From an optimization exercise on the open Yosys and OpenROAD flow, aimed at a short achievable clock period and few clock cycles per item; shortcuts taken in it are not production practice.
The RTL was checked by simulation tests, not by an equivalence proof against the original design.
In run 6 the design's own scripts or RTL, not TritonCTS, make the clock network.
The flow treats the clock pin as an ideal source. Dropping or thinning the clock tree relies on that and would not hold on a real chip.
Power and IR drop assume default switching activity.

**config.mk**
```make
export PLATFORM = sky130hd
export DESIGN_NAME = alu_issue_ctrl
export DESIGN_NICKNAME = alu_issue_ctrl
export VERILOG_FILES = /design/flow/design.v
export SDC_FILE = /design/flow/constraint.sdc
export NUM_CORES = 4
export LEC_CHECK = 0
export ABC_CLOCK_PERIOD_IN_PS = 2000
export CAP_MARGIN = 20
export CORE_MARGIN = 2
export CORE_UTILIZATION = 40
export PLACE_DENSITY = 0.6
export SETUP_SLACK_MARGIN = 3.0
export SLEW_MARGIN = 20
export TNS_END_PERCENT = 100
```
**design.v**
```verilog
package alu_issue_ctrl_pkg;
    localparam int DATA_WIDTH_DEF     = 32;
    localparam int ALU_OPRN_WIDTH_DEF = 6;
    localparam int REG_ADDR_WIDTH_DEF = 5;
    localparam int INFLIGHT_CAP_DEF   = 4;
endpackage
module alu_issue_ctrl_register_file
#(
    parameter int DATA_WIDTH     = alu_issue_ctrl_pkg::DATA_WIDTH_DEF,
    parameter int REG_ADDR_WIDTH = alu_issue_ctrl_pkg::REG_ADDR_WIDTH_DEF,
    localparam int NREG          = 1 << REG_ADDR_WIDTH
) (
    input  logic                      clk_i,
    input  logic                      rst_i,
    input  logic [NREG-1:1]           rsel1_i,
    input  logic [NREG-1:1]           rsel2_i,
    output logic [DATA_WIDTH-1:0]     rdata1_o,
    output logic [DATA_WIDTH-1:0]     rdata2_o,
    input  logic [NREG-1:1]           we_i,
    input  logic [DATA_WIDTH-1:0]     wdata_i
);
    logic [DATA_WIDTH-1:0] regs_q [1:NREG-1];
    for (genvar r = 1; r < NREG; r++) begin : g_reg
        always_ff @(posedge clk_i or posedge rst_i) begin
            if (rst_i) begin
                regs_q[r] <= '0;
            end else if (we_i[r]) begin
                regs_q[r] <= wdata_i;
            end
        end
    end
    always_comb begin
        rdata1_o = '0;
        rdata2_o = '0;
        for (int k = 1; k < NREG; k++) begin
            rdata1_o = rdata1_o | ({DATA_WIDTH{rsel1_i[k]}} & regs_q[k]);
            rdata2_o = rdata2_o | ({DATA_WIDTH{rsel2_i[k]}} & regs_q[k]);
        end
    end
endmodule
module alu_issue_ctrl
#(
    parameter int DATA_WIDTH     = alu_issue_ctrl_pkg::DATA_WIDTH_DEF,
    parameter int ALU_OPRN_WIDTH = alu_issue_ctrl_pkg::ALU_OPRN_WIDTH_DEF,
    parameter int REG_ADDR_WIDTH = alu_issue_ctrl_pkg::REG_ADDR_WIDTH_DEF
) (
    input  logic                      CLK,
    input  logic                      RST,
    input  logic                      REQ_VALID,
    output logic                      REQ_READY,
    input  logic [ALU_OPRN_WIDTH-1:0] REQ_OPRN,
    input  logic [REG_ADDR_WIDTH-1:0] REQ_RS1,
    input  logic [REG_ADDR_WIDTH-1:0] REQ_RS2,
    input  logic [REG_ADDR_WIDTH-1:0] REQ_RD,
    input  logic                      REQ_IMM_SEL,
    input  logic [DATA_WIDTH-1:0]     REQ_IMM,
    output logic [DATA_WIDTH-1:0]     ALU_OP1,
    output logic [DATA_WIDTH-1:0]     ALU_OP2,
    output logic [ALU_OPRN_WIDTH-1:0] ALU_OPRN,
    input  logic [DATA_WIDTH-1:0]     ALU_RESULT,
    output logic                      RSP_VALID,
    input  logic                      RSP_READY,
    output logic [DATA_WIDTH-1:0]     RSP_DATA,
    output logic [REG_ADDR_WIDTH-1:0] RSP_RD
);
    localparam int NREG = 1 << REG_ADDR_WIDTH;
    localparam int CAP  = alu_issue_ctrl_pkg::INFLIGHT_CAP_DEF;
    localparam int QN   = 4;
    localparam int QPW  = 2;
    localparam int RW   = DATA_WIDTH + REG_ADDR_WIDTH;
    logic accept;
    logic rsp_pop;
    logic                      v_rd;
    logic [ALU_OPRN_WIDTH-1:0] oprn_rd;
    logic [REG_ADDR_WIDTH-1:0] rd_rd;
    logic [DATA_WIDTH-1:0]     imm_rd;       
    logic [NREG-1:1]           sel1_rd;      
    logic [NREG-1:1]           sel2_rd;      
    logic                      f1_ex_rd, f1_wb_rd, f2_ex_rd, f2_wb_rd;
    logic                      v_ex;
    logic [REG_ADDR_WIDTH-1:0] rd_ex;
    logic [DATA_WIDTH-1:0]     op1_ex, op2_ex;
    logic [ALU_OPRN_WIDTH-1:0] oprn_ex;
    logic [DATA_WIDTH-1:0]     res_wb;
    logic [NREG-1:1]           we_wb;
    logic [DATA_WIDTH-1:0] rdata1, rdata2;
    alu_issue_ctrl_register_file #(
        .DATA_WIDTH     (DATA_WIDTH),
        .REG_ADDR_WIDTH (REG_ADDR_WIDTH)
    ) u_register_file (
        .clk_i    (CLK),
        .rst_i    (RST),
        .rsel1_i  (sel1_rd),
        .rsel2_i  (sel2_rd),
        .rdata1_o (rdata1),
        .rdata2_o (rdata2),
        .we_i     (we_wb),
        .wdata_i  (res_wb)
    );
    logic h1_ex, h1_wb, h2_ex, h2_wb;
    always_comb begin
        h1_ex = v_rd && (rd_rd != '0) && (rd_rd == REQ_RS1);
        h1_wb = v_ex && (rd_ex != '0) && (rd_ex == REQ_RS1);
        h2_ex = v_rd && (rd_rd != '0) && (rd_rd == REQ_RS2);
        h2_wb = v_ex && (rd_ex != '0) && (rd_ex == REQ_RS2);
    end
    always_ff @(posedge CLK) begin
        oprn_rd  <= REQ_OPRN;
        rd_rd    <= REQ_RD;
        imm_rd   <= REQ_IMM_SEL ? REQ_IMM : '0;
        for (int k = 1; k < NREG; k++) begin
            sel1_rd[k] <= (REQ_RS1 == REG_ADDR_WIDTH'(k)) && !h1_ex && !h1_wb;
            sel2_rd[k] <= (REQ_RS2 == REG_ADDR_WIDTH'(k)) && !h2_ex && !h2_wb && !REQ_IMM_SEL;
        end
        f1_ex_rd <= h1_ex;
        f1_wb_rd <= !h1_ex && h1_wb;
        f2_ex_rd <= !REQ_IMM_SEL && h2_ex;
        f2_wb_rd <= !REQ_IMM_SEL && !h2_ex && h2_wb;
    end
    always_ff @(posedge CLK) begin
        op1_ex  <= ({DATA_WIDTH{f1_ex_rd}} & ALU_RESULT)
                 | ({DATA_WIDTH{f1_wb_rd}} & res_wb)
                 | rdata1;
        op2_ex  <= ({DATA_WIDTH{f2_ex_rd}} & ALU_RESULT)
                 | ({DATA_WIDTH{f2_wb_rd}} & res_wb)
                 | imm_rd
                 | rdata2;
        oprn_ex <= oprn_rd;
        rd_ex   <= rd_rd;
    end
    always_ff @(posedge CLK) begin
        res_wb <= ALU_RESULT;
    end
    always_ff @(posedge CLK or posedge RST) begin
        if (RST) begin
            we_wb <= '0;
        end else begin
            for (int k = 1; k < NREG; k++) begin
                we_wb[k] <= v_ex && (rd_ex == REG_ADDR_WIDTH'(k));
            end
        end
    end
    always_ff @(posedge CLK or posedge RST) begin
        if (RST) begin
            v_rd <= 1'b0;
            v_ex <= 1'b0;
        end else begin
            v_rd <= accept;
            v_ex <= v_rd;
        end
    end
    logic              rsp_v_q;
    logic [RW-1:0]     rsp_q;
    logic [RW-1:0]     q_mem [QN];
    logic [QPW-1:0]    q_rp, q_wp;
    logic              q_empty, load_out;
    logic [RW-1:0]     ex_ent;
    assign ex_ent   = {ALU_RESULT, rd_ex};
    assign q_empty  = (q_rp == q_wp);
    assign rsp_pop  = rsp_v_q && RSP_READY;
    assign load_out = !rsp_v_q || RSP_READY;
    always_ff @(posedge CLK) begin
        if (load_out) begin
            rsp_q <= q_empty ? ex_ent : q_mem[q_rp];
        end
        q_mem[q_wp] <= ex_ent;
    end
    always_ff @(posedge CLK or posedge RST) begin
        if (RST) begin
            rsp_v_q <= 1'b0;
            q_rp    <= '0;
            q_wp    <= '0;
        end else begin
            if (load_out) begin
                rsp_v_q <= !q_empty || v_ex;
            end
            if (load_out && !q_empty) begin
                q_rp <= q_rp + 1'b1;
            end
            if (v_ex && !(load_out && q_empty)) begin
                q_wp <= q_wp + 1'b1;
            end
        end
    end
    logic [CAP-1:0] cnt_q, cnt_d;
    logic           ready_q;
    assign accept = REQ_VALID && ready_q;
    always_comb begin
        cnt_d = cnt_q;
        if (accept && !rsp_pop) begin
            cnt_d = {cnt_q[CAP-2:0], 1'b1};
        end else if (!accept && rsp_pop) begin
            cnt_d = {1'b0, cnt_q[CAP-1:1]};
        end
    end
    always_ff @(posedge CLK or posedge RST) begin
        if (RST) begin
            cnt_q <= '0;
        end else begin
            cnt_q <= cnt_d;
        end
    end
    always_ff @(posedge CLK) begin
        ready_q <= !cnt_d[CAP-1];
    end
    assign REQ_READY = ready_q;
    assign RSP_VALID = rsp_v_q;
    assign RSP_DATA  = rsp_q[RW-1:REG_ADDR_WIDTH];
    assign RSP_RD    = rsp_q[REG_ADDR_WIDTH-1:0];
    assign ALU_OP1   = op1_ex;
    assign ALU_OP2   = op2_ex;
    assign ALU_OPRN  = oprn_ex;
endmodule
```
**run.sh**
```bash
#!/bin/bash
# synth_recipe.tcl (not shown) runs the flow's synth.tcl, then flattens the netlist and writes it again
# the make line also repeats each setting of config.mk as NAME=value (left out here)
make -C /OpenROAD-flow-scripts/flow DESIGN_CONFIG=/design/flow/config.mk WORK_HOME=/design/flow/orfs CLKGATE_MAP_FILE= SYNTH_SCRIPT=/design/flow/synth_recipe.tcl finish
```
**constraint.sdc**
```tcl
create_clock -name core_clock -period 5.0 [get_ports {CLK}]
set_input_delay 1.0000 -clock core_clock [delete_from_list [all_inputs] [get_ports {CLK}]]
set_output_delay 1.0000 -clock core_clock [all_outputs]
set_load 0.01 [all_outputs]
```
==> results.txt, run 1 <==
- The flow ran to the end and the layout has no timing, DRC or antenna violations.
- Final period util: 47.8%
* Most common cell after layout, fill and taps aside: sky130_fd_sc_hd__mux2_2
* Hold buffer count at cts: 0
- The startpoint identified for the worst hold timing path is oprn_rd[3].
- TritonCTS built the clock tree.
* Hold crit path type: flip-flop to flip-flop
- Crit-path cells: buf_6
- During I/O placement, the number of pins put on the boundary was 199.
- STA puts the critical path data arrival time at between 1 and 1.5 ns.
- Synthesis-to-layout area growth: 18.1%
* Highest ir drop seen on vdd: 378 µV
- Crit path max-delay family: flip-flops
- Reg2reg setup slack: 2.89 ns
- In this run the remaining antenna-violating nets after routing total 0.
- After detailed routing, the average wire length per cell comes to approximately 41 µm.
- Clock tree skew after final layout: 0.0279 ns
* Final hold violation count: 0
* Inserted Clock Buffers: ~160
- Buffers placed on the I/O ports in this run total just under 200.
- Most used cells in the layout excluding fill and tap cells: sky130_fd_sc_hd__mux2_2 (1029), sky130_fd_sc_hd__dfrtp_1 (1001), sky130_fd_sc_hd__a22oi_1 (736)
- Fraction of synthesis flops using an asynchronous set or reset pin: 72.0%
- The critical path starts at op1_ex[1].
* Worst reg2reg path depth: 2
- Post-Synthesis Mean Instance Area: ~13 µm²
- Overall power after layout: 0.0334 W
* Library cell contributing the largest single delay on the critical path: sky130_fd_sc_hd__dfxtp_4
* CP Class: flip-flop to output pin
- Among all flip-flop cells after synthesis, the most frequent one is sky130_fd_sc_hd__dfrtp_1.
- In this run the worst path has a maximum fanout of 1.
* DR vias/cell: 7.15
- Total standard cell area after synthesis: just over 60000 µm²
- Synthesis handed over a netlist of 4661 instances.
- Area of the die: 158000 µm²
- Headroom to the max-slew limit came out at 17.0%.
- Entering global routing, the biggest net connects 144 pins.
- CTS root buf: sky130_fd_sc_hd__clkbuf_16
- Max-cap violations in this run came to 0.
* Number of global-route vias before repair: 48000
- Worst EP required: 4.00 ns
- Critical Path Start Type: flip-flop
- Origin of the critical flop-to-flop path: we_wb[6]
* Latest clock arrival within the worst-skew pair: 0.83 ns
* Total Routing Usage GR: 35.6%
- STA classifies the critical path endpoint as an output pin.
* CORE AREA: 154000 µm²
* DR DRC count: 0
- Setup repair after global routing could not meet its margin everywhere.
* Clock transition at the register clock pins on the worst setup and hold paths after CTS: 0.06 ns
* Max Transition Viols Final: 0
- Summing over every cut layer, the via total after detailed routing is 49700.
- Hold Path Cell Cnt: 0
- DR iter-0 viols: 9642
* Capture point of the worst reg-to-reg path: u_register_file.regs_q[6][14]
- For this run, the number of standard cells in the final layout without fillers is 6941.
- Worst path bufs/invs: 1
* Wire length of the first global-routing pass: 392000 µm
* Total setup violations reported at the end of the flow: 0
- Cell type with the highest aggregate area in the netlist: sky130_fd_sc_hd__dfrtp_1
- Yosys warns: 3
- In this run, synthesis produced a sequential element count of 1436.
- The congestion estimate from routability-driven global placement came to 0.902.
- Terminating pin of the worst hold path: oprn_ex[3]
- Worst slack after detailed placement: 1.92 ns
* Leakage: around 30 nW
- Fin Setup TNS: 0 ns
- Global-route congestion overflow total: 0
* Die Height: 397 µm
* Clock sinks: between 1000 and 1500
- The clock passes through at most 3 buffers.
* Row count: 144
* Sequential share of the synthesized area: 57.8%
- Number of H-tree branching levels: 4
- Post-Syn Nets: 4757
- Wires add up to 287000 µm.
- Cells with a size suffix above 1 make up 38.0% of the layout.
* Die Width: 397 µm
- Yosys attributes the largest share of cell area to sky130_fd_sc_hd__dfrtp_1 (42%), sky130_fd_sc_hd__mux2_2 (19%), sky130_fd_sc_hd__edfxtp_1 (9.0%).
* Count of nets after finishing: 4848
- The synthesized design contains 185 enable-type register cells.
- The number of antenna violations at the first check in global routing was 16.
- Portion of synthesized cell area occupied by the leading cell type: 41.8%
- In this run, distinct cell masters in the synthesized netlist total 46.
* Starting Density: 40.2%
- CP peak stage delay: 0.44 ns
* Detailed placement HPWL: 144000 µm
* Worst-Margin Slew: 1.25 ns
- Minimum clock period after layout: 2.39 ns
- Number of detailed-route iterations in the first pass: 12
* Worst path setup slack after routing: roughly 2.6 ns
* Pwr/cell area: 457 nW/µm²
* Highest attainable clock frequency: 418 MHz
- Number of instances in the placed design: 6573
-- what timing repair did --
item | in CTS | in global routing
pin swaps | 3 | 8
gates resized for setup | 729 | 81
setup endpoints to repair | 514 | 509
buffers inserted | 28 | 26
gates cloned | 8 | 2
-- cell type report --
cell class                      count  area (µm²)
Timing Repair Buffer              396        4300
Fill cell                       13600       80800
Tap cell                         2044        2560
Sequential cell                  1436       36200
Multi-Input combinational cell   2752       24600
Clock inverter                     57         646
Clock buffer                      239        4710
Antenna cell                        8        20.0
Inverter                            9        41.3
-- worst max path at each step --
stage                             end  slack, ns  depth (start not counted)
after floorplan              cnt_q[0]     -10.25                          1
after global placement    sel2_rd[21]       1.71                          5
after detailed placement   op2_ex[11]       1.92                          5
after CTS                   RSP_RD[1]       2.61                          1
after global routing        RSP_RD[1]       2.58                          1
final                      ALU_OP1[1]       2.61                          1
-- cell families after synthesis --
family | after synthesis | synth area share (%)
xor gates and xnor gates | 25 | 0.354
adders and majority gates | 6 | 0.121
and+or+nand+nor | 585 | 5.22
muxes | 1066 | 20.1
buffers and inverters | 474 | 2.96
AOI/OAI and AO/OA | 1069 | 13.5
DFF | 1436 | 57.8
-- synth_stat cells, drive strengths merged, types with 2 or more instances --
library cell     n
a21oi           35
a221oi         128
a222oi          32
a22o           128
a22oi          736
and2            33
buf            141
clkbuf         324
dfrtp         1034
dfxtp          217
edfxtp         185
ha               6
inv              9
mux2          1029
mux4            37
nand2           84
nand2b           6
nand3          137
nand3b           3
nand4          131
nor2            36
nor2b            6
nor3            38
nor3b            3
nor4            66
o21ai            6
or2              2
or3              2
or3b             2
or4             33
xnor2           19
xor2             6
-- registers in the layout, summed over array words and instances (netlist names), 2 cells and up --
signal	cells
cnt_q	4
imm_rd	32
op1_ex	32
op2_ex	32
oprn_ex	6
oprn_rd	6
q_mem	148
q_rp	2
q_wp	2
rd_ex	5
rd_rd	5
res_wb	32
rsp_q	37
sel1_rd	31
sel2_rd	31
u_register_file.regs_q	992
we_wb	31
-- metal layers --
layer | up-vias | global-route usage, % | share of wire [%]
li1 | 18400 | - | -
met1 | 25200 | 43.8 | 35
met2 | 4519 | 50.0 | 41
met3 | 1540 | 15.7 | 15
met4 | 26 | 24.1 | 8.5
met5 | - | 0.272 | 0.11
-- per-stage QoR --
stage | hold WS (ns) | area, µm² | utilization [%]
CTS | 0.327 | 72400 | 47.1
floorplan | 0.310 | 62100 | -
detailed placement | 0.313 | 66100 | 43.0
global route | 0.334 | 73100 | 47.5
finish | 0.323 | 73100 | 47.5
global placement | 0.310 | 66100 | 43.0
-- power breakdown --
group / switching (W) / internal (W)
logic: 0.00226 / 0.00265
registers: 0.00202 / 0.0144
clock network: 0.00511 / 0.00701
Testbench counts, summed over its fixed seeds: cycles 12,024, items 12,000.
==> inputs of run 2 (changes only) <==
--- a/design.v
+++ b/design.v
@@ -159,10 +159,11 @@
     assign q_empty  = (q_rp == q_wp);
     assign rsp_pop  = rsp_v_q && RSP_READY;
     assign load_out = !rsp_v_q || RSP_READY;
-    always_ff @(posedge CLK) begin
-        if (load_out) begin
-            rsp_q <= q_empty ? ex_ent : q_mem[q_rp];
-        end
+    logic [RW-1:0]     rsp_h, rsp_new;
+    assign rsp_new = q_empty ? ex_ent : q_mem[q_rp];
+    always_ff @(posedge CLK) begin
+        rsp_q <= load_out ? rsp_new : rsp_h;
+        rsp_h <= load_out ? rsp_new : rsp_q;
         q_mem[q_wp] <= ex_ent;
     end
     always_ff @(posedge CLK or posedge RST) begin
--- a/config.mk
+++ b/config.mk
@@ -9,6 +9,8 @@
 export CAP_MARGIN = 20
 export CORE_MARGIN = 2
 export CORE_UTILIZATION = 40
+export CTS_CLUSTER_DIAMETER = 150
+export CTS_CLUSTER_SIZE = 20
 export PLACE_DENSITY = 0.6
 export SETUP_SLACK_MARGIN = 3.0
 export SLEW_MARGIN = 20
==> run 2 against run 1 <==
Still clean. Clock skew grew 0.014 ns. Wire length grew 3.3%. Total power shrank 9.8%. Fmax grew 0.81%. Area after synthesis grew 1.8%. Flip-flop and latch count grew 37. Non-clock buffer count grew 87. Critical path depth is the same. Global-route usage grew 0.086 points. Critical path type unchanged. Largest power group unchanged. Highest routed layer unchanged.
==> results.txt, run 2 <==
- Multiplexer fraction of the synthesized cell area: 19.1%
- The signal on the critical path passes through buf_6.
- Counting flops with a built-in enable in the synthesized netlist gives 148.
- TritonCTS built the clock tree.
- The flow ran to the end and the layout has no timing, DRC or antenna violations.
* Total Routing Usage GR: 35.7%
- Of all flip-flops after synthesis, the portion carrying an async set or reset was 70.2%.
- In this run the core area contains 145 standard-cell rows.
- Minimum clock period after layout: approximately 2.4 ns
- Post-Synth Adder-Cell Area: 0.119%
- Sorting the synthesized cells by area gives the leading types as sky130_fd_sc_hd__dfrtp_1 (41%), sky130_fd_sc_hd__mux2_2 (18%), sky130_fd_sc_hd__dfxtp_1 (9.2%).
- In the final timing run, aggregate negative setup slack is 0 ns.
- The die covers 161000 µm².
- CP peak stage delay: between 0.4 and 0.5 ns
* Yosys warns: 3
- Instance area at placement: 67400 µm²
* Maximum count of clock buffers along a single path: 3
* RSZ-0062 raised after global routing: yes
* Internal portion of total power: 0.0211 W
- After detailed routing, the total wire length is slightly below 300000 µm.
- Leaving out fill and tap cells, the most frequent cell in the layout is sky130_fd_sc_hd__dfrtp_1.
* Clock transition at the register clock pins on the worst setup and hold paths after CTS: 0.09 ns
- DR DRC count: 0
* Hold_sp: oprn_rd[0]
- Of all nets on the critical path, the largest fanout is 3.
- Worst slack after detailed placement: ~1.8 ns
- Starting Density: 40.3%
* Highest ir drop seen on vdd: 304 µV
* Worst Setup End Kind: output pin
- Terminating pin of the worst hold path: oprn_ex[0]
* Wire length of the first global-routing pass: roughly 400000 µm
* Final Wtd Congestion: between 0.9 and 1
- Highest attainable clock frequency: 422 MHz
- Count of pins on the block boundary: roughly 200
- Power share of the sequential group: 55.9%
- Number of H-tree branching levels: 3
- Final Instance Count excl. Fillers: around 7000
- Number of detailed-route iterations in the first pass: 7
- Across the run, the number of max-cap violations was 0.
- Share of the synthesized area in compound gates (AO/OA/AOI/OAI): 14.4%
* Clock tree skew after final layout: 0.0422 ns
* Final hold violation count: 0
- After synthesis, the largest family of logic cells by area is multiplexers.
- Origin of the critical flop-to-flop path: sel1_rd[2]
- Clock sinks: approximately 1500
- CTS root buf: sky130_fd_sc_hd__clkbuf_16
* Port buffer count: between 150 and 200
* Max Transition Viols Final: 0
- Counting flops per register, the top entry is u_register_file.regs_q.
- The final critical path takes up roughly 47% of the cycle.
- DR vias/cell: 7.29
* Area share of and/or/nand/nor cells after synthesis: ~5.7%
- The die is 401 µm tall.
* Latest clock arrival within the worst-skew pair: 0.78 ns
- The largest registers in the layout are u_register_file.regs_q: 992 flops, q_mem: 148 flops.
- Worst endpoint data arrival time: 1.37 ns
- Share of power burned in the clock network: 24.9%
- Once placement completed, the tool counted placed cells totaling 6714.
* Detailed placement HPWL: 153000 µm
- Switching power: approximately 0.0091 W
- The register with the most flip-flops in the layout has 992 of them.
* Count of nets after finishing: just under 5000
* Inserted Clock Buffers: 83
* Synthesis-to-layout area growth: 15.0%
- The filler cells instantiated in the layout total 14100.
- Setup violations remaining at the end of the flow were counted as 0.
- Synth Register Bits: 1473
- Together, buffers and inverters on the worst path number 1.
- Total non-filler cell area in the finished layout: around 73000 µm²
- Cell with the most instances after synthesis: sky130_fd_sc_hd__dfrtp_1
* Critical Path Start Type: flip-flop
* Worst-Margin Slew: 1.25 ns
- Synthesis produced a netlist with a net count of 4874.
- The endpoint identified for the worst register-to-register timing path is op1_ex[7].
- Instance count of the mapped netlist: 4778
* Number of nets with antenna violations after detailed routing: 0
- Comb pwr share: 19.2%
- Pwr/cell area: 416 nW/µm²
- A synthesized cell averages 13.2 µm².
- The mapped netlist covers roughly 63000 µm².
* Critical Path Stages: 1
* Antenna violations before repair: 27
- The post-route netlist has 37.0% of its cells at a drive strength greater than 1.
- The first routing iteration left 10100 violations.
- Dividing the detail-routed wire length by the instance count gives 42.3 µm.
- Net switching is 30.1% of the power.
- Xor and xnor fraction of the mapped netlist area: less than 1%
* Number of distinct library cell variants in the gate-level netlist after synthesis: 45
* Crit path max-delay family: flip-flops
* Global-route congestion overflow total: 0
- Data on the critical path is required at its endpoint by 4.00 ns.
- In this run the standard cell core region covers approximately 160000 µm².
- The min-delay analysis places its worst path in the category flip-flop to flip-flop.
* Reg2reg setup slack: approximately 2.9 ns
- Among all stages on the critical path, the largest delay is contributed by sky130_fd_sc_hd__dfxtp_4.
- Ranked by instance count, the synthesized netlist is headed by sky130_fd_sc_hd__dfrtp_1 (1034), sky130_fd_sc_hd__mux2_2 (993), sky130_fd_sc_hd__a22oi_1 (736).
- Across the whole layout, storage elements account for 36700 µm².
* Pin count of the biggest net entering global routing: 115
- The worst hold path passes through 0 cells.
* Number of global-route vias before repair: 48200
- Worst reg2reg path depth: 5
- In this run the tightest slew margin relative to its limit is approximately 16%.
* Vias after detailed routing: 51100
- Sequential share of the synthesized area: 57.3%
- Across all setup checks in the final design, the least slack found is between 2 and 3 ns.
- For this design the static power due to leakage is 29.6 nW.
- Synth Flop Type: sky130_fd_sc_hd__dfrtp_1
- Cell type with the highest aggregate area in the netlist: sky130_fd_sc_hd__dfrtp_1
- Final hold slack: 0.331 ns
- After synthesis, the largest area contributor takes up 41.0% of total cell area.
- The library cells used most frequently in the layout, excluding fill and tap cells, are sky130_fd_sc_hd__dfrtp_1 (1001), sky130_fd_sc_hd__mux2_2 (993), sky130_fd_sc_hd__a22oi_1 (736).
- Die Width: 401 µm
- Multi-input logic area: 25400 µm²
- The critical path is of the flip-flop to output pin type.
## run 2: power by group through the flow
stage               sequential [W]  combinational [W]  clock (W)
finish                      0.0169            0.00578    0.00750
CTS                         0.0167            0.00572    0.00756
floorplan                   0.0161            0.00368          0
global route                0.0171            0.00619    0.00801
global placement            0.0168            0.00520          0
detailed placement          0.0169            0.00534          0
## run 2: cell families (layout without fill, tap and decap cells)
kind of cell             count (synthesis)  count (layout)
flip-flops                            1473            1473
AO/OA/AOI/OAI                         1140            1140
multiplexers                          1030            1030
AND/OR/NAND/NOR                        616             616
buffers and inverters                  488             644
XOR/XNOR                                25              25
adder cells (fa/ha/maj)                  6               6
other                                    0              18
## run 2: cell type report
type	count	area share [%]
Clock buffer	145	3.19
Clock inverter	7	0.145
Sequential cell	1473	50.6
Tap cell	2058	3.55
Antenna cell	18	0.0621
Multi-Input combinational cell	2817	35.1
Timing Repair inverter	1	0.00690
Timing Repair Buffer	483	7.37
Inverter	8	0.0466
## run 2: metrics by stage
| step | util, % | total power (W) |
|---|---|---|
| 6_report | 46.4 | 0.0301 |
| 5_1_grt | 46.3 | 0.0313 |
| 4_1_cts | 45.8 | 0.0300 |
| 3_5_place_dp | 43.1 | 0.0222 |
| 3_3_place_gp | 43.1 | 0.0220 |
| 2_1_floorplan | - | 0.0198 |
## run 2: worst max path at each step
| stage | from | to | slack (ns) |
|---|---|---|---|
| 3_5_place_dp | ALU_RESULT[5] | op2_ex[5] | 1.79 |
| 4_1_cts | rsp_q[30] | RSP_DATA[25] | 2.65 |
| 2_1_floorplan | RST | cnt_q[0] | -10.25 |
| 3_3_place_gp | ALU_RESULT[5] | op2_ex[5] | 1.83 |
| 6_report | rsp_q[30] | RSP_DATA[25] | 2.63 |
| 5_1_grt | rsp_q[30] | RSP_DATA[25] | 2.62 |
## run 2: metal layers
| metal | wire, µm | global-route usage, % | up-vias |
|---|---|---|---|
| met5 | 631 | 1.19 | - |
| met4 | 26300 | 24.3 | 28 |
| met3 | 45900 | 15.2 | 1506 |
| met2 | 118000 | 49.4 | 4940 |
| met1 | 106000 | 44.7 | 25900 |
| li1 | - | - | 18800 |
## run 2: timing repair
action	in CTS	in global routing
buffers inserted	77	38
endpoints found under the hold margin	0	0
setup endpoints to repair	734	313
resized for setup	865	107
hold buffers	0	0
pin swaps	2	10
gates cloned	8	3
Testbench counts of run 2, summed over its fixed seeds: cycles 12,024, items 12,000.
==> inputs of run 3 (changes only) <==
==> flow/run.sh (new file) <==
#!/bin/bash
# Standard ORFS layout, with a hook before clock tree synthesis that places
# the output flip-flops beside their output buffers (flow/pre_cts.tcl).
set -euo pipefail
here=$(pwd)
bash standard.sh PRE_CTS_TCL="$here/flow/pre_cts.tcl" finish > "$here/orfs_make.log" 2>&1
==> flow/pre_cts.tcl (new file) <==
# Before clock tree synthesis: put each flip-flop that drives an output
# port's buffer right beside that buffer, so the flop-to-buffer wire is short,
# then legalise the placement again.
set block [ord::get_db_block]
set moved 0
foreach bt [$block getBTerms] {
  if {[$bt getIoType] ne "OUTPUT"} { continue }
  set net [$bt getNet]
  if {$net eq "NULL"} { continue }
  set buf ""
  foreach it [$net getITerms] {
    if {[$it isOutputSignal]} { set buf [$it getInst] }
  }
  if {$buf eq ""} { continue }
  set in_net ""
  foreach it [$buf getITerms] {
    if {[$it isInputSignal] && [$it getNet] ne "NULL"} { set in_net [$it getNet] }
  }
  if {$in_net eq ""} { continue }
  set ff ""
  foreach it [$in_net getITerms] {
    if {[$it isOutputSignal]} { set ff [$it getInst] }
  }
  if {$ff eq ""} { continue }
  if {![[$ff getMaster] isSequential]} { continue }
  # only when the flop drives nothing but this buffer
  if {[llength [$in_net getITerms]] != 2} { continue }
  set loc [$buf getLocation]
  set w [[$ff getMaster] getWidth]
  set x [expr {[lindex $loc 0] - $w}]
  if {$x < 0} { set x [expr {[lindex $loc 0] + [[$buf getMaster] getWidth]}] }
  $ff setLocation $x [lindex $loc 1]
  incr moved
}
puts "pre_cts: moved $moved output flip-flops beside their buffers"
detailed_placement
check_placement -verbose
==> standard.sh (new file) <==
#!/bin/bash
# synth_recipe.tcl (not shown) runs the flow's synth.tcl, then flattens the netlist and writes it again
# the make line also repeats each setting of config.mk as NAME=value (left out here)
make -C /OpenROAD-flow-scripts/flow DESIGN_CONFIG=/design/flow/config.mk WORK_HOME=/design/flow/orfs CLKGATE_MAP_FILE= SYNTH_SCRIPT=/design/flow/synth_recipe.tcl "${@:-finish}"
removed: run.sh
==> run 3 against run 2 <==
Global-route usage is 0.65 points higher. Sequential power about the same. Critical path depth did not move. Die area unchanged. Combinational power up 4.0%. Largest cell class unchanged.
==> results.txt, run 3 <==
- Per report_power, the sequential group accounts for a little over half of the total.
* Portion of synthesized cell area occupied by the leading cell type: 41.0%
* Library cell contributing the largest single delay on the critical path: sky130_fd_sc_hd__dfxtp_4
- Of the total power, the share spent switching nets is 30.4%.
- Filler Cells Inserted: 14000
- The register with the most flip-flops in the layout has 992 of them.
* Pwr/cell area: 413 nW/µm²
- Minimum clock period after layout: 2.38 ns
* DR vias/cell: about 7.4
* Worst endpoint data arrival time: between 1 and 1.5 ns
- The routed design has 309000 µm of wire.
- The core region is 156000 µm².
- Die Width: roughly 400 µm
* Most common cell after layout, fill and taps aside: sky130_fd_sc_hd__dfrtp_1
- The initialized floorplan defines 145 standard-cell rows.
- During I/O placement, the number of pins put on the boundary was 199.
- Switching power: 0.00925 W
- Internal portion of total power: around 0.021 W
- The setup path with the least slack is of type flip-flop to output pin.
- Most used standard cells in the synthesized netlist: sky130_fd_sc_hd__dfrtp_1 (1034), sky130_fd_sc_hd__mux2_2 (993), sky130_fd_sc_hd__a22oi_1 (736)
- For the worst setup path, the data required time is around 4.0 ns.
- Final hold violation count: 0
- The number of hold buffers added after CTS was 0.
- The setup check on the worst reg-to-reg path leaves a slack of 2.83 ns.
* Starting Density: 40.3%
- Synth Flop Type: sky130_fd_sc_hd__dfrtp_1
- Synthesis instantiated 45 different standard cells from the library.
- In the post-synthesis netlist, the biggest area contributors are sky130_fd_sc_hd__dfrtp_1 (41%), sky130_fd_sc_hd__mux2_2 (18%), sky130_fd_sc_hd__dfxtp_1 (9.2%).
- Routability-driven placement finished with a final weighted congestion of just over 0.9.
- The startpoint identified for the worst register-to-register timing path is sel2_rd[10].
- Cell with the most instances after synthesis: sky130_fd_sc_hd__dfrtp_1
* Wire length of the first global-routing pass: 408000 µm
- The largest single stage delay on the critical path is 0.47 ns.
- Entering global routing, the biggest net connects 115 pins.
* Synth Register Bits: around 1500
- Highest ir drop seen on vdd: 285 µV
- When the netlist entered floorplanning its net count stood at between 4000 and 5000.
- Port buffer count: 198
- Max Transition Viols Final: 0
* Clock tree skew after final layout: ~0.056 ns
* Crit path max-delay family: flip-flops
- DR iter-0 viols: 10100
- The pre-antenna-repair detailed-routing pass consisted of 12 iterations.
* Fraction of synthesis flops using an asynchronous set or reset pin: 70.2%
- Measured in cells, the most critical reg-to-reg path has a length of 6.
* Sequential share of the synthesized area: a little under three fifths
- Worst path bufs/invs: 1
* Inserted Clock Buffers: 84
* Cell type with the highest aggregate area in the netlist: sky130_fd_sc_hd__dfrtp_1
- The post-route netlist has between 30% and 40% of its cells at a drive strength greater than 1.
- Die Height: 401 µm
* CTS tree: done
- Average routed wire per standard cell: approximately 44 µm
- The worst pin sits at a relative slew slack of between 10% and 20%.
* Total setup violations reported at the end of the flow: 0
- The largest registers in the layout are u_register_file.regs_q: 992 flops, q_mem: 148 flops.
- Traced cell by cell, the critical path runs through buf_6.
* Worst-Margin Slew: 1.21 ns
- Total Routing Usage GR: a little over a third
- Along the worst path, the maximum fanout reaches 3.
- For hold timing, the worst endpoint is oprn_ex[5].
- In the layout the commonest cells are sky130_fd_sc_hd__dfrtp_1 (1001), sky130_fd_sc_hd__mux2_2 (993), sky130_fd_sc_hd__a22oi_1 (732).
* DR DRC count: 0
- The number of antenna violations at the first check in global routing came to 32.
- Hold crit path type: flip-flop to flip-flop
* Capture point of the worst reg-to-reg path: op2_ex[12]
- Across the run, the number of max-cap violations was 0.
- Detailed placement HPWL: 153000 µm
- Most flops, register: u_register_file.regs_q
- Comb pwr share: 19.7%
- The finished cells cover 73600 µm².
* Count of nets after finishing: 5029
- The die covers 161000 µm².
- Clock sinks: around 1500
* Total standard cell area after synthesis: 63000 µm²
* Global-route congestion overflow total: 0
- The run finished with no timing, DRC or antenna violations.
- The clock reaches the later pin of the worst-skew pair after 0.78 ns.
* Hold Path Cell Cnt: 0
* Worst Setup End Kind: output pin
- Synthesis-to-layout area growth: 16.8%
- Hold_sp: oprn_rd[5]
- Vias after detailed routing: between 50000 and 60000
* Number of global-route vias before repair: 48700
* Share of power burned in the clock network: between 20 and 30%
* Clock transition at the register clock pins on the worst setup and hold paths after CTS: 0.09 ns
- Number of nets with antenna violations after detailed routing: 0
- For the final routed database, the setup TNS stands at 0 ns.
- The cell count after synthesis came out at 4778.
- Instance area at placement: 67400 µm²
- RSZ-0062 raised after global routing: yes
* Final period util: 47.7%
- Critical Path Start Type: flip-flop
- Yosys warns: 3
* Count of flip-flops with a built-in enable after synthesis: 148
- Highest attainable clock frequency: between 400 and 500 MHz
- Leakage: 30.2 nW
- Post-Synthesis Mean Instance Area: between 10 and 15 µm²
==> run 3: cell counts after synthesis <==
Identical to the previous run, type by type.
==> run 3: power groups by stage <==
stage	clock network [W]	logic [W]	registers [W]
2_1_floorplan	0	0.00368	0.0161
3_3_place_gp	0	0.00520	0.0168
3_5_place_dp	0	0.00534	0.0169
4_1_cts	0.00773	0.00583	0.0166
5_1_grt	0.00815	0.00638	0.0169
6_report	0.00770	0.00601	0.0167
==> run 3: metal layers <==
layer	wire [µm]	part of all wire [%]	GRT usage [%]	up-vias
met2	121000	39	50.2	5348
met1	109000	35	45.5	26500
met4	29900	9.7	25.4	10
met3	48600	16	15.0	1726
met5	289	0.094	1.81	-
li1	-	-	-	18900
==> run 3: repair_timing <==
| action | in CTS | in global routing |
|---|---|---|
| setup endpoints to repair | 723 | 283 |
| hold endpoints to repair | 0 | 0 |
| pin swaps | 18 | 43 |
| buffers inserted | 103 | 69 |
| gates resized for setup | 827 | 151 |
| cloned | 11 | 7 |
==> run 3: cell families (layout without fill, tap and decap cells) <==
logic type	after synthesis	after routing	synth area share (%)
buf+inv	488	713	3.04
flops	1473	1473	57.3
fa+ha+maj	6	6	0.119
mux	1030	1030	19.1
other cells	0	30	0
xor+xnor	25	25	0.347
simple gates	616	616	5.73
compound gates	1140	1140	14.4
==> run 3: worst reg2reg max path: cells and delay by family, from the launching register on <==
family / cells / cell delay, ns
simple gates: 2 / 0.77
compound gates: 1 / 0.28
buf+inv: 3 / 0.54
flops: 1 / 0.42
==> run 3: area by class of cell <==
type,instances,area (µm²),area share (%)
clock buffer,148,2410,3.27
timing repair inverter,1,5.00,0.00680
tap,2058,2570,3.50
timing repair buffer,548,6040,8.20
clock inverter,8,140,0.190
multi-input combinational,2817,25800,35.0
inverter,8,33.8,0.0459
antenna,30,75.1,0.102
sequential,1473,36600,49.6
==> run 3: stage by stage <==
step           hold WS (ns)  utilization [%]  power [W]  cells  worst slack [ns]
2_1_floorplan         0.310                -     0.0198   4778            -10.25
3_3_place_gp          0.311             43.1     0.0220   6714              1.83
3_5_place_dp          0.315             43.1     0.0222   6714              1.79
4_1_cts               0.324             46.0     0.0301   6984              2.64
5_1_grt               0.334             47.0     0.0314   7061              2.63
6_report              0.318             47.1     0.0304   7091              2.62
==> run 3: how the worst max path moves through the flow <==
| stage | startpoint | endpoint | cells after the start |
|---|---|---|---|
| global placement | ALU_RESULT[5] | op2_ex[5] | 5 |
| floorplan | RST | cnt_q[0] | 1 |
| finish | rsp_q[30] | RSP_DATA[25] | 1 |
| global route | rsp_q[30] | RSP_DATA[25] | 1 |
| detailed placement | ALU_RESULT[5] | op2_ex[5] | 5 |
| CTS | rsp_q[30] | RSP_DATA[25] | 1 |
==> inputs of run 4 (changes only) <==
--- a/design.v
+++ b/design.v
@@ -149,7 +149,8 @@
             v_ex <= v_rd;
         end
     end
-    logic              rsp_v_q;
+    logic              rsp_v_q;      
+    logic              rsp_v_h;      
     logic [RW-1:0]     rsp_q;
     logic [RW-1:0]     q_mem [QN];
     logic [QPW-1:0]    q_rp, q_wp;
@@ -157,8 +158,8 @@
     logic [RW-1:0]     ex_ent;
     assign ex_ent   = {ALU_RESULT, rd_ex};
     assign q_empty  = (q_rp == q_wp);
-    assign rsp_pop  = rsp_v_q && RSP_READY;
-    assign load_out = !rsp_v_q || RSP_READY;
+    assign rsp_pop  = rsp_v_h && RSP_READY;
+    assign load_out = !rsp_v_h || RSP_READY;
     logic [RW-1:0]     rsp_h, rsp_new;
     assign rsp_new = q_empty ? ex_ent : q_mem[q_rp];
     always_ff @(posedge CLK) begin
@@ -169,12 +170,12 @@
     always_ff @(posedge CLK or posedge RST) begin
         if (RST) begin
             rsp_v_q <= 1'b0;
+            rsp_v_h <= 1'b0;
             q_rp    <= '0;
             q_wp    <= '0;
         end else begin
-            if (load_out) begin
-                rsp_v_q <= !q_empty || v_ex;
-            end
+            rsp_v_q <= load_out ? (!q_empty || v_ex) : rsp_v_h;
+            rsp_v_h <= load_out ? (!q_empty || v_ex) : rsp_v_q;
             if (load_out && !q_empty) begin
                 q_rp <= q_rp + 1'b1;
             end
==> flow/pre_cts.tcl (replaced) <==
# Before clock tree synthesis: put each flip-flop that drives an output
# port's buffer right beside that buffer, and the few other gates its output
# drives right beside the flip-flop, so the wires on the flop's output are
# short; then legalise the placement again.
set block [ord::get_db_block]
set moved 0
set moved_gates 0
foreach bt [$block getBTerms] {
  if {[$bt getIoType] ne "OUTPUT"} { continue }
  set net [$bt getNet]
  if {$net eq "NULL"} { continue }
  set buf ""
  foreach it [$net getITerms] {
    if {[$it isOutputSignal]} { set buf [$it getInst] }
  }
  if {$buf eq ""} { continue }
  set in_net ""
  foreach it [$buf getITerms] {
    if {[$it isInputSignal] && [$it getNet] ne "NULL"} { set in_net [$it getNet] }
  }
  if {$in_net eq ""} { continue }
  set ff ""
  set others {}
  foreach it [$in_net getITerms] {
    set inst [$it getInst]
    if {[$it isOutputSignal]} {
      set ff $inst
    } elseif {[$inst getName] ne [$buf getName]} {
      lappend others $inst
    }
  }
  if {$ff eq ""} { continue }
  if {![[$ff getMaster] isSequential]} { continue }
  if {[llength $others] > 2} { continue }
  set skip 0
  foreach o $others { if {[[$o getMaster] isSequential]} { set skip 1 } }
  if {$skip} { continue }
  set loc [$buf getLocation]
  set bx [lindex $loc 0]
  set by [lindex $loc 1]
  set w [[$ff getMaster] getWidth]
  set x [expr {$bx - $w}]
  if {$x < 0} { set x [expr {$bx + [[$buf getMaster] getWidth]}] }
  $ff setLocation $x $by
  incr moved
  set ox $x
  foreach o $others {
    set ow [[$o getMaster] getWidth]
    set ox [expr {$ox - $ow}]
    if {$ox < 0} { set ox [expr {$bx + [[$buf getMaster] getWidth]}] }
    $o setLocation $ox $by
    incr moved_gates
  }
}
puts "pre_cts: moved $moved output flip-flops beside their buffers and $moved_gates gates beside them"
detailed_placement
check_placement -verbose
==> run 4 against run 3 <==
Combinational power increased by 15%. Still clean. Global-route usage decreased by 0.097 points. Clock skew decreased by 0.011 ns. Critical path depth unchanged.
==> results.txt, run 4 <==
- The run finished with no timing, DRC or antenna violations.
* Highest attainable clock frequency: ~440 MHz
* Comb pwr share: 22.0%
- The smallest clock period supported by the final layout is computed as 2.26 ns.
* Synthesis-to-layout area growth: 16.2%
* Yosys warns: 3
- Share of final-layout standard cells stronger than drive strength 1: between 30% and 40%
* Row count: 145
- Setup total negative slack on the finished layout was measured at 0 ns.
- Fraction of synthesis flops using an asynchronous set or reset pin: 70.2%
- The worst setup path is launched from a flip-flop.
- Area of the die: 160000 µm²
- Max reg flops: 992
- Inserted Clock Buffers: 84
* Final period util: a little under half
- Post-Syn Nets: 4877
* CTS tree: done
* Instance count of the mapped netlist: 4781
* Most used cells in the layout excluding fill and tap cells: sky130_fd_sc_hd__dfrtp_1 (1002), sky130_fd_sc_hd__mux2_2 (993), sky130_fd_sc_hd__a22oi_1 (732)
* Internal portion of total power: between 0.02 and 0.025 W
- CP Class: flip-flop to output pin
- Most used standard cells in the synthesized netlist: sky130_fd_sc_hd__dfrtp_1 (1035), sky130_fd_sc_hd__mux2_2 (993), sky130_fd_sc_hd__a22oi_1 (736)
* Net switching share of the total power: 31.2%
- Measured along the y axis, the die boundary spans 401 µm.
- DR DRC count: 0
* Detailed placement HPWL: 149000 µm
- The number of global-route vias before repair was 48100.
- Cell with the most instances after synthesis: sky130_fd_sc_hd__dfrtp_1
- Final Wtd Congestion: 0.905
- Worst max-slew margin expressed relative to the limit: 16.5%
* RSZ-0062 raised after global routing: yes
- The total overflow left after global routing is 0.
* Total Routing Usage GR: 36.2%
- Clock sinks: 1474
* Antenna violations before repair: 29
- Hold crit path type: flip-flop to flip-flop
* Hold Path Cell Cnt: 0
- DR vias/cell: 7.31
* Count of flip-flops with a built-in enable after synthesis: 148
- Leakage: 29.9 nW
* Max Transition Viols Final: 0
- The first global-routing pass estimated 406000 µm of wire.
* Vias after detailed routing: between 50000 and 60000
- Worst endpoint data arrival time: around 1.3 ns
* Critical path peak fanout: 2
- In this run the mean area of a mapped cell was approximately 13 µm².
- In this run, the clock network consumes 24.5% of the power.
- Pwr/cell area: 430 nW/µm²
- Sequential share of the synthesized area: between 50% and 60%
- Count of pins on the block boundary: 199
- Buffers placed on the I/O ports in this run total 198.
- Total setup violations reported at the end of the flow: 0
- The largest registers in the layout are u_register_file.regs_q: 992 flops, q_mem: 148 flops.
- Latest clock arrival within the worst-skew pair: 0.75 ns
- The analysis attributes to net switching a power of 0.00980 W.
- Counting flops per register, the top entry is u_register_file.regs_q.
- For this run, the post-layout net count is 4979.
- Clock transition at the register clock pins on the worst setup and hold paths after CTS: roughly 0.08 ns
* Crit path max-delay family: flip-flops
* Final hold violation count: 0
- Number of detailed-route iterations in the first pass: 10
- sky130_fd_sc_hd__dfrtp_1 takes more of the synthesized area than any other cell.
- For this configuration, the core starts out at a cell density of about two fifths.
* Hold buffer count at cts: 0
- CP peak stage delay: 0.39 ns
- In this run, flip-flops and latches consume 53.5% of the power.
- For this design, the slowest cell found on the critical path is sky130_fd_sc_hd__dfrtp_1.
- In this run the number of cells on the critical path is 1.
- The library cell used most frequently in the layout, excluding fill and tap cells, is sky130_fd_sc_hd__dfrtp_1.
- Max-cap violations in this run came to 0.
- STA classifies the critical path endpoint as an output pin.
* Worst path bufs/invs: 1
- In this run the biggest area consumer among cell types represents 41.2% of the synthesized area.
- IR analysis of the VDD net gives a maximum drop of 390 µV.
- Worst EP required: 4.00 ns
* Number of nets with antenna violations after detailed routing: 0
* Worst reg2reg path depth: 4
* DR iter-0 viols: 10300
- Average routed wire per standard cell: 43.1 µm
- Overall power after layout: around 0.031 W
- Total standard cell area after synthesis: 62900 µm²
- Synth Register Bits: 1474
* Clock tree skew after final layout: 0.0443 ns
* Worst-Margin Slew: 1.25 ns
- Fill cells in the final layout number 14000.
* CORE AREA: 156000 µm²
* Crit-path cells: buf_6
- Entering global routing, the biggest net connects 118 pins.
* Number of distinct library cell variants in the gate-level netlist after synthesis: 50
- For this run, the leading register cell type out of synthesis is sky130_fd_sc_hd__dfrtp_1.
* Die Width: 401 µm
- Final wirelength: roughly 300000 µm
- After synthesis, the cell types taking the most area are sky130_fd_sc_hd__dfrtp_1 (41%), sky130_fd_sc_hd__mux2_2 (18%), sky130_fd_sc_hd__dfxtp_1 (9.3%).
## run 4: cell count changes in the layout (fill, tap and decap cells not counted), moves of 10 or more
cell | previous run | this run
sky130_fd_sc_hd__dfxtp_2 | 73 | 95
sky130_fd_sc_hd__buf_4 | 214 | 171
sky130_fd_sc_hd__a221oi_2 | 63 | 51
sky130_fd_sc_hd__nor4_1 | 37 | 51
sky130_fd_sc_hd__nor2b_1 | 45 | 35
sky130_fd_sc_hd__dfxtp_1 | 159 | 142
sky130_fd_sc_hd__nor4_2 | 26 | 16
sky130_fd_sc_hd__a221oi_1 | 65 | 77
## run 4: logic make-up (layout without fill, tap and decap cells)
kind of cell             after synthesis  count (layout)  synth area share (%)
adder cells (fa/ha/maj)                6               6                 0.119
buffers and inverters                491             660                  3.02
AND/OR/NAND/NOR                      612             613                  5.49
AO/OA/AOI/OAI                       1143            1144                  14.4
multiplexers                        1030            1030                  19.1
other                                  0              30                     0
XOR/XNOR                              25              25                 0.348
flip-flops                          1474            1474                  57.5
## run 4: timing repair
item	CTS	global route
endpoints found under the setup margin	869	278
setup buffers	95	45
gates cloned	17	5
pin swaps	25	19
resized for setup	846	185
## run 4: layer usage
layer	wire, µm	up-vias	GRT usage, %
li1	-	18800	-
met1	109000	26100	46.5
met2	121000	5052	49.6
met3	47100	1487	14.8
met4	26400	29	24.3
met5	366	-	0.952
## run 4: area by class of cell
class                   count  area (µm²)  share of cell area (%)
flip-flops and latches   1474       36600                    50.0
multi-input cells        2818       25700                    35.2
repair buffers            494        5560                    7.61
well taps                2058        2570                    3.52
clock buffers             147        2380                    3.26
clock inverters             8         158                   0.216
diodes                     30        75.1                   0.103
inverters                  10        41.3                  0.0565
repair inverters            1        5.00                 0.00685
## run 4: path summary, 6_finish.rpt
path / from / slack, ns / to
worst max-delay path: rsp_v_q / 2.74 / RSP_VALID
worst min-delay path: oprn_rd[5] / 0.33 / oprn_ex[5]
worst max register to register: sel1_rd[7] / 2.92 / op1_ex[28]
worst min register to register: oprn_rd[5] / 0.33 / oprn_ex[5]
max in group asynchronous: RST / 3.08 / u_register_file.regs_q[18][24]
min in group asynchronous: RST / 0.93 / u_register_file.regs_q[9][3]
## run 4: power by group through the flow
stage | clock network (W) | registers (W) | logic (W)
after global routing | 0.00821 | 0.0170 | 0.00728
final | 0.00771 | 0.0168 | 0.00690
after detailed placement | 0 | 0.0170 | 0.00549
after floorplan | 0 | 0.0163 | 0.00383
after CTS | 0.00777 | 0.0166 | 0.00659
after global placement | 0 | 0.0169 | 0.00532
## run 4: per-stage QoR
step                hold slack, ns  std cells  area [µm²]  utilization [%]  worst slack (ns)
floorplan                    0.310       4781       63200                -            -10.27
global placement             0.311       6693       67100             43.0              1.60
detailed placement           0.312       6693       67100             43.0              1.70
CTS                          0.332       6960       71800             46.0              2.70
global route                 0.335       7010       73000             46.7              2.71
finish                       0.329       7040       73100             46.8              2.74
Testbench counts of run 4, summed over its fixed seeds: cycles 12,024, items 12,000.
==> inputs of run 5 (changes only) <==
--- a/config.mk
+++ b/config.mk
@@ -8,10 +8,10 @@
 export ABC_CLOCK_PERIOD_IN_PS = 2000
 export CAP_MARGIN = 20
 export CORE_MARGIN = 2
-export CORE_UTILIZATION = 40
+export CORE_UTILIZATION = 50
 export CTS_CLUSTER_DIAMETER = 150
 export CTS_CLUSTER_SIZE = 20
-export PLACE_DENSITY = 0.6
+export PLACE_DENSITY = 0.65
 export SETUP_SLACK_MARGIN = 3.0
 export SLEW_MARGIN = 20
 export TNS_END_PERCENT = 100
==> run 5 against run 4 <==
Wire length is 5.8% lower. Fmax is 0.52% lower. Via count is essentially flat. Sequential share of layout area up 0.55 points. Setup slack worse by 0.012 ns. Largest cell class unchanged. Largest power group unchanged.
==> results.txt, run 5 <==
- By instance count, the leading cell after synthesis is sky130_fd_sc_hd__dfrtp_1.
- Setup violations remaining at the end of the flow were counted as 0.
* CORE AREA: approximately 130000 µm²
- Number of detailed-route iterations in the first pass: 9
- Across all layers, the routed design uses 51500 vias.
- The setup check on the worst reg-to-reg path leaves a slack of 2.88 ns.
* CP Class: flip-flop to output pin
- DR iter-0 viols: 10300
- After synthesis, the most frequently instantiated cells are sky130_fd_sc_hd__dfrtp_1 (1035), sky130_fd_sc_hd__mux2_2 (993), sky130_fd_sc_hd__a22oi_1 (736).
* Portion of synthesized cell area occupied by the leading cell type: roughly 40%
- The worst setup path is launched from a flip-flop.
- The clock reaches the later pin of the worst-skew pair after 0.75 ns.
- Pin count of the biggest net entering global routing: 114
- Counting both buffers and inverters, the worst setup path holds a total of 1.
- The most used flip-flop cell after synthesis is sky130_fd_sc_hd__dfrtp_1.
- Wire length of the first global-routing pass: 386000 µm
- Buffers inserted during clock tree synthesis total just over 80.
* Fin Setup TNS: 0 ns
- Highest ir drop seen on vdd: 261 µV
- On the critical path the largest part of the delay comes from flip-flops.
* DR DRC count: 0
* Crit-path cells: buf_6
* Count of nets after finishing: 4967
- Worst-Margin Slew: 1.20 ns
* Die Width: 359 µm
* Hold crit path type: flip-flop to flip-flop
* Yosys warns: 3
- Fill cells in the final layout number 10200.
- By area the synthesized netlist is led by sky130_fd_sc_hd__dfrtp_1 (41%), sky130_fd_sc_hd__mux2_2 (18%), sky130_fd_sc_hd__dfxtp_1 (9.3%).
- The number of hold violations in the final report is 0.
- Final Instance Count excl. Fillers: 6619
- The die covers 129000 µm².
- For this design, the sink count on the clock tree is 1474.
- The slowest stage of the critical path is the sky130_fd_sc_hd__dfrtp_1 cell.
- Post-Syn Nets: 4877
- In this design, the stage delay of the slowest critical-path cell is 0.40 ns.
- Summed over all cells, the static leakage comes to between 20 and 30 nW.
* Total Routing Usage GR: 43.3%
- Setup slack closes at 2.73 ns.
* Worst max-slew margin expressed relative to the limit: 20.0%
* Run status: complete, no violations
- Most used cells in the layout excluding fill and tap cells: sky130_fd_sc_hd__dfrtp_1 (1002), sky130_fd_sc_hd__mux2_2 (993), sky130_fd_sc_hd__a22oi_1 (734)
* Share of final-layout standard cells stronger than drive strength 1: 37.3%
- After legalization and detailed placement, the total HPWL measured approximately 140000 µm.
- The floorplan step set the die height to between 300 and 400 µm.
- Worst Setup End Kind: output pin
* Average routed wire per standard cell: 43.2 µm
- Origin of the critical flop-to-flop path: sel1_rd[3]
* Max-Cap Viols: 0
* Terminating pin of the worst hold path: oprn_ex[0]
- Starting Density: 50.2%
- The number of antenna violations at the first check in global routing is 17.
- Counting every instance in the synthesized netlist gives 4781.
- Row generation in the floorplan step produced 130 rows.
- Highest attainable clock frequency: 440 MHz
- Total standard cell area after synthesis: 62900 µm²
* Worst slack after detailed placement: 1.50 ns
* Fraction of synthesis flops using an asynchronous set or reset pin: 70.2%
- After synthesis the netlist holds a flip-flop and latch count of 1474.
* Worst reg2reg path depth: 5
- Routability-driven placement finished with a final weighted congestion of roughly 0.94.
* Final period util: 45.4%
- Worst endpoint data arrival time: between 1 and 1.5 ns
- Clock skew on the completed layout was measured at 0.0332 ns.
- During placement, the flow inserted port buffers numbering 198.
- Clock-pin slew was measured on the worst setup and hold paths at 0.08 ns.
* Minimum clock period after layout: 2.27 ns
- The biggest area contributor in the post-synthesis netlist is sky130_fd_sc_hd__dfrtp_1.
- In the routed layout, each cell is associated on average with a via count of 7.78.
- Max reg flops: 992
* Post-Synthesis Mean Instance Area: 13.2 µm²
* Sequential share of the synthesized area: 57.5%
- Critical Path Stages: 1
- For this design, the CTS-stage hold fixing added 0 buffers.
- In the final layout, the registers with the most flip-flops are u_register_file.regs_q: 992 flops, q_mem: 148 flops.
* CTS tree: done
* Hold_sp: oprn_rd[0]
- Critical path peak fanout: 2
* Number of nets with antenna violations after detailed routing: 0
- Global-route congestion overflow total: 0
- Count of pins on the block boundary: 199
- The number of slew-limit violations in the final report came to 0.
- Number of global-route vias before repair: 48300
- RSZ-0062 raised after global routing: yes
* Number of instances in the placed design: 6283
- Number of distinct library cell variants in the gate-level netlist after synthesis: 50
- Relative to the synthesized area, the layout overhead comes to 14.8%.
* Pwr/cell area: 424 nW/µm²
- Most flops, register: u_register_file.regs_q
* Capture point of the worst reg-to-reg path: op1_ex[14]
* Final wirelength: 286000 µm
* Count of flip-flops with a built-in enable after synthesis: 148
- Most common cell after layout, fill and taps aside: sky130_fd_sc_hd__dfrtp_1
- Hold Path Cell Cnt: 0
- At the worst endpoint, the required time is 4.00 ns.
[run 5: area by class of cell]
class / instances / area [µm²] / area share [%]
multi-input combinational: 2821 / 25700 / 35.5
sequential: 1474 / 36600 / 50.6
antenna: 28 / 70.1 / 0.0970
timing repair buffer: 480 / 5380 / 7.44
clock inverter: 5 / 66.3 / 0.0918
timing repair inverter: 1 / 5.00 / 0.00693
tap: 1650 / 2060 / 2.86
clock buffer: 150 / 2390 / 3.31
inverter: 10 / 41.3 / 0.0572
[run 5: where the power goes]
| group | internal [W] | switching [W] | leakage (nW) |
|---|---|---|---|
| registers | 0.0147 | 0.00212 | 17.1 |
| clock network | 0.00328 | 0.00419 | 1.16 |
| logic | 0.00342 | 0.00291 | 11.4 |
| total | 0.0214 | 0.00922 | 29.8 |
[run 5: through the flow]
stage               area, µm²  hold WS (ns)  util [%]  power [W]
finish                  72200         0.329      57.7     0.0306
global route            72200         0.339      57.6     0.0317
CTS                     71000         0.336      56.7     0.0302
detailed placement      66600         0.314      53.1     0.0223
global placement        66600         0.311      53.1     0.0220
floorplan               63200         0.310         -     0.0201
[run 5: repair_timing]
action | 4_1_cts | 5_1_grt
resized for setup | 790 | 156
pin swaps | 14 | 27
setup buffers | 99 | 31
gates cloned | 16 | 6
setup endpoints to repair | 737 | 391
[run 5: metal layers]
layer  routed length (µm)  vias up  GRT usage, %
met5                  424        -          1.85
met4                24600       21          29.3
met3                46000     1561          19.9
met2               114000     5136          58.1
met1               101000    26000          55.3
li1                     -    18800             -
[run 5: cell families after synthesis]
kind of cell	count (synthesis)	share of synthesized area, %
flops	1474	57.5
compound gates	1143	14.4
mux	1030	19.1
simple gates	612	5.49
buf+inv	491	3.02
xor+xnor	25	0.348
fa+ha+maj	6	0.119
[run 5: how the worst max path moves through the flow]
stage,endpoint,from,slack (ns)
floorplan,cnt_q[0],RST,-10.27
global placement,rsp_q[29],RSP_READY,1.55
detailed placement,rsp_q[27],RSP_READY,1.50
CTS,RSP_VALID,rsp_v_q,2.74
global route,RSP_VALID,rsp_v_q,2.70
finish,RSP_VALID,rsp_v_q,2.73
==> inputs of run 6 (changes only) <==
==> flow/run.sh (replaced) <==
#!/bin/bash
# Standard ORFS layout with one hook before clock tree synthesis
# (flow/pre_cts.tcl): it places the output flip-flops beside their output
# buffers and builds a balanced two-level clock tree (flow/clock_tree.tcl) in
# place of the flow's clock_tree_synthesis. All tool output goes to
# orfs_make.log here and to ORFS's own logs under orfs/logs.
set -euo pipefail
here=$(pwd)
bash standard.sh PRE_CTS_TCL="$here/flow/pre_cts.tcl" finish > "$here/orfs_make.log" 2>&1
==> flow/clock_tree.tcl (new file) <==
# Manual two-level clock tree: the clock port drives NROOT root buffers, each
# root buffer drives the leaf buffers of its part of the die, each leaf buffer
# drives one cluster of at most about LEAF_SIZE flip-flop clock pins. Clusters
# come from recursive splits of the clock pins by position, so they are of
# near equal size.
proc mct_center {it} {
  set bb [[$it getInst] getBBox]
  return [list [expr {([$bb xMin] + [$bb xMax]) / 2}] [expr {([$bb yMin] + [$bb yMax]) / 2}]]
}

# items: list of {x y payload}; returns n groups of near equal size, each
# split made across the longer side of the items' bounding box
proc mct_split {items n} {
  if {$n <= 1 || [llength $items] < 2} { return [list $items] }
  set xs [lmap i $items {lindex $i 0}]
  set ys [lmap i $items {lindex $i 1}]
  set dx [expr {[tcl::mathfunc::max {*}$xs] - [tcl::mathfunc::min {*}$xs]}]
  set dy [expr {[tcl::mathfunc::max {*}$ys] - [tcl::mathfunc::min {*}$ys]}]
  set k [expr {$dx >= $dy ? 0 : 1}]
  set sorted [lsort -integer -index $k $items]
  set n1 [expr {$n / 2}]
  set h [expr {([llength $sorted] * $n1 + $n / 2) / $n}]
  set a [lrange $sorted 0 [expr {$h - 1}]]
  set b [lrange $sorted $h end]
  return [concat [mct_split $a $n1] [mct_split $b [expr {$n - $n1}]]]
}

proc mct_centroid {items} {
  set sx 0; set sy 0
  foreach i $items { set sx [expr {$sx + [lindex $i 0]}]; set sy [expr {$sy + [lindex $i 1]}] }
  set n [llength $items]
  return [list [expr {$sx / $n}] [expr {$sy / $n}]]
}

proc mct_place {inst xy} {
  set m [$inst getMaster]
  set x [expr {[lindex $xy 0] - [$m getWidth] / 2}]
  set y [expr {[lindex $xy 1] - [$m getHeight] / 2}]
  if {$x < 0} { set x 0 }
  if {$y < 0} { set y 0 }
  $inst setLocation $x $y
  $inst setPlacementStatus PLACED
}

proc manual_cts {clk_port nroot leaf_size bufname} {
  set block [ord::get_db_block]
  set db [ord::get_db]
  set master [$db findMaster $bufname]
  set bt [$block findBTerm $clk_port]
  set clknet [$bt getNet]
  set sinks {}
  foreach it [$clknet getITerms] {
    lappend sinks [concat [mct_center $it] [list $it]]
  }
  puts "manual_cts: [llength $sinks] clock pins"
  # root groups, then leaf clusters inside each root group
  set nleaf [expr {([llength $sinks] + $leaf_size - 1) / $leaf_size}]
  set nleaf [expr {(($nleaf + $nroot - 1) / $nroot) * $nroot}]
  set roots [mct_split $sinks $nroot]
  set r 0
  set l 0
  foreach rg $roots {
    set rinst [odb::dbInst_create $block $master "mct_root_$r"]
    set rnet [odb::dbNet_create $block "mct_root_net_$r"]
    $rnet setSigType CLOCK
    [$rinst findITerm X] connect $rnet
    set leafpos {}
    foreach cl [mct_split $rg [expr {$nleaf / $nroot}]] {
      set linst [odb::dbInst_create $block $master "mct_leaf_$l"]
      set lnet [odb::dbNet_create $block "mct_leaf_net_$l"]
      $lnet setSigType CLOCK
      [$linst findITerm X] connect $lnet
      foreach s $cl {
        set it [lindex $s 2]
        $it disconnect
        $it connect $lnet
      }
      set c [mct_centroid $cl]
      mct_place $linst $c
      [$linst findITerm A] connect $rnet
      lappend leafpos $c
      incr l
    }
    mct_place $rinst [mct_centroid $leafpos]
    [$rinst findITerm A] connect $clknet
    incr r
  }
  puts "manual_cts: $r root buffers, $l leaf buffers"
}
--- a/flow/pre_cts.tcl
+++ b/flow/pre_cts.tcl
@@ -55,3 +55,15 @@
 puts "pre_cts: moved $moved output flip-flops beside their buffers and $moved_gates gates beside them"
 detailed_placement
 check_placement -verbose
+
+# Clock tree: a balanced two-level tree of clkbuf_16 built here (see
+# clock_tree.tcl) in place of the flow's clock_tree_synthesis.
+source [file join [file dirname [info script]] clock_tree.tcl]
+manual_cts CLK 4 24 sky130_fd_sc_hd__clkbuf_16
+detailed_placement
+check_placement -verbose
+set_propagated_clock [all_clocks]
+rename clock_tree_synthesis flow_clock_tree_synthesis
+proc clock_tree_synthesis {args} {
+  puts "clock tree already built by flow/clock_tree.tcl; skipping clock_tree_synthesis $args"
+}
--- a/config.mk
+++ b/config.mk
@@ -8,10 +8,10 @@
 export ABC_CLOCK_PERIOD_IN_PS = 2000
 export CAP_MARGIN = 20
 export CORE_MARGIN = 2
-export CORE_UTILIZATION = 50
+export CORE_UTILIZATION = 40
 export CTS_CLUSTER_DIAMETER = 150
 export CTS_CLUSTER_SIZE = 20
-export PLACE_DENSITY = 0.65
+export PLACE_DENSITY = 0.6
 export SETUP_SLACK_MARGIN = 3.0
 export SLEW_MARGIN = 20
 export TNS_END_PERCENT = 100
==> run 6 against run 5 <==
Hold slack better by 0.0019 ns. Setup slack better by 0.16 ns. Total power is 2.7% lower. Synthesized cell count stayed put. Combinational power is 7.3% higher. Core utilization is 12 points lower. Global-route usage is 7.8 points lower. Largest power group unchanged. Clock skew is 0.0039 ns lower. Register-to-register slack hardly changed.
==> results.txt, run 6 <==
- Run status: complete, no violations
* Hold crit path type: flip-flop to flip-flop
- For this configuration, the core starts out at a cell density of 40.3%.
- For the worst-skew pair, the clock arrives at the later sink with an insertion delay of 0.55 ns.
* Instance count of the mapped netlist: 4781
- Hold Path Cell Cnt: 0
- DR DRC count: 0
- Synthesis-to-layout area growth: 14.6%
- For this run, asynchronously set or reset flops after synthesis account for 70.2%.
- Before antenna repair, the detailed router went through 7 iterations.
- Timing would allow up to between 400 and 500 MHz.
- In the final routed layout, each cell accounts on average for 43.4 µm.
* Die Height: 401 µm
- Met1 layer wirelength in the final routing: 108000 µm
* Port buffer count: 198
- Count of flip-flops with a built-in enable after synthesis: 148
* DR vias/cell: 7.38
- Counting both buffers and inverters, the worst setup path holds a total of 1.
* Global-route congestion overflow total: 0
- Most common cell after layout, fill and taps aside: sky130_fd_sc_hd__dfrtp_1
- Clock tree skew after final layout: about 0.029 ns
* RSZ-0062 raised after global routing: yes
* Max Transition Viols Final: 0
- After synthesis, the mean cell area works out to 13.2 µm².
* CP peak stage delay: 0.81 ns
* CP Class: flip-flop to flip-flop
- Number of global-route vias before repair: between 40000 and 50000
* Worst-Margin Slew: 1.25 ns
- Portion of synthesized cell area occupied by the leading cell type: 41.2%
- The synthesized design contains 1474 register bits.
* CORE AREA: around 160000 µm²
- Overall power after layout: 0.0298 W
- Entering global routing, the biggest net connects 118 pins.
- Post-Syn Nets: 4877
run 6: cell types whose count changed in the layout (fill, tap and decap cells not counted), moves of 6 or more:
cell and change:
sky130_fd_sc_hd__a221o_1 -7, sky130_fd_sc_hd__a221o_2 +7, sky130_fd_sc_hd__buf_2 +30, sky130_fd_sc_hd__buf_4 -7, sky130_fd_sc_hd__clkbuf_1 -64, sky130_fd_sc_hd__clkbuf_16 -13
sky130_fd_sc_hd__clkbuf_2 +8, sky130_fd_sc_hd__dfxtp_1 +6, sky130_fd_sc_hd__dfxtp_2 -13, sky130_fd_sc_hd__dfxtp_4 +7, sky130_fd_sc_hd__dlygate4sd2_1 -19, sky130_fd_sc_hd__dlymetal6s2s_1 -7
sky130_fd_sc_hd__nor2b_1 -8
run 6: timing repair:
item	in CTS	in global routing
gates cloned	14	11
pin swaps	21	36
gates resized for setup	895	203
endpoints found under the setup margin	1172	606
setup buffers	81	52
endpoints found under the hold margin	0	0
run 6: path summary, 6_finish.rpt:
path | start | end | slack (ns)
setup reg to reg | we_wb[14] | u_register_file.regs_q[14][27] | 2.89
setup / recovery | we_wb[14] | u_register_file.regs_q[14][27] | 2.89
hold reg to reg | oprn_rd[4] | oprn_ex[4] | 0.33
max in group asynchronous | RST | u_register_file.regs_q[27][31] | 3.07
hold / removal | oprn_rd[4] | oprn_ex[4] | 0.33
min in group asynchronous | RST | u_register_file.regs_q[9][3] | 1.10
run 6: where the power goes:
| group | leakage [nW] | switching [W] | internal [W] |
|---|---|---|---|
| Clock | 0.838 | 0.00381 | 0.00241 |
| Sequential | 17.1 | 0.00208 | 0.0147 |
| Combinational | 11.5 | 0.00331 | 0.00348 |
| Total | 29.5 | 0.00921 | 0.0206 |
run 6: routing by layer:
| layer | global-route usage [%] | vias to the layer above |
|---|---|---|
| met4 | 22.6 | 18 |
| met2 | 49.2 | 5052 |
| met5 | 0.595 | - |
| met3 | 13.9 | 1496 |
| li1 | - | 18700 |
| met1 | 45.8 | 26000 |
run 6: cells by family (layout without fill, tap and decap cells):
logic type                 after synthesis  in the layout  synth area share [%]
xor gates and xnor gates                25             25                 0.348
muxes                                 1030           1030                  19.1
adders and majority gates                6              6                 0.119
and+or+nand+nor                        612            613                  5.49
buffers and inverters                  491            569                  3.02
AOI/OAI and AO/OA                     1143           1144                  14.4
DFF                                   1474           1474                  57.5
other                                    0             27                     0
run 6: worst reg2reg max path: cells and delay by family (launching register included):
kind | cells | cell delay (ns)
buffers and inverters | 1 | 0.73
DFF | 1 | 0.81
muxes | 1 | 0.47
run 6: area by class of cell:
type | count | area (µm²)
inverter | 10 | 41.3
timing repair inverter | 1 | 5.00
antenna | 27 | 67.6
sequential | 1474 | 36600
buffer | 68 | 1700
fill | 14000 | 84100
timing repair buffer | 490 | 5410
tap | 2058 | 2570
multi-input combinational | 2818 | 25700
run 6: per-stage QoR:
step	util (%)	setup WS [ns]	hold WS (ns)	std cells	instance area (µm²)
2_1_floorplan	-	-10.27	0.310	4781	63200
3_3_place_gp	43.0	1.60	0.311	6693	67100
3_5_place_dp	43.0	1.70	0.312	6693	67100
4_1_cts	45.2	2.94	0.334	6856	70500
5_1_grt	46.1	2.92	0.337	6919	72000
6_report	46.2	2.89	0.331	6946	72100
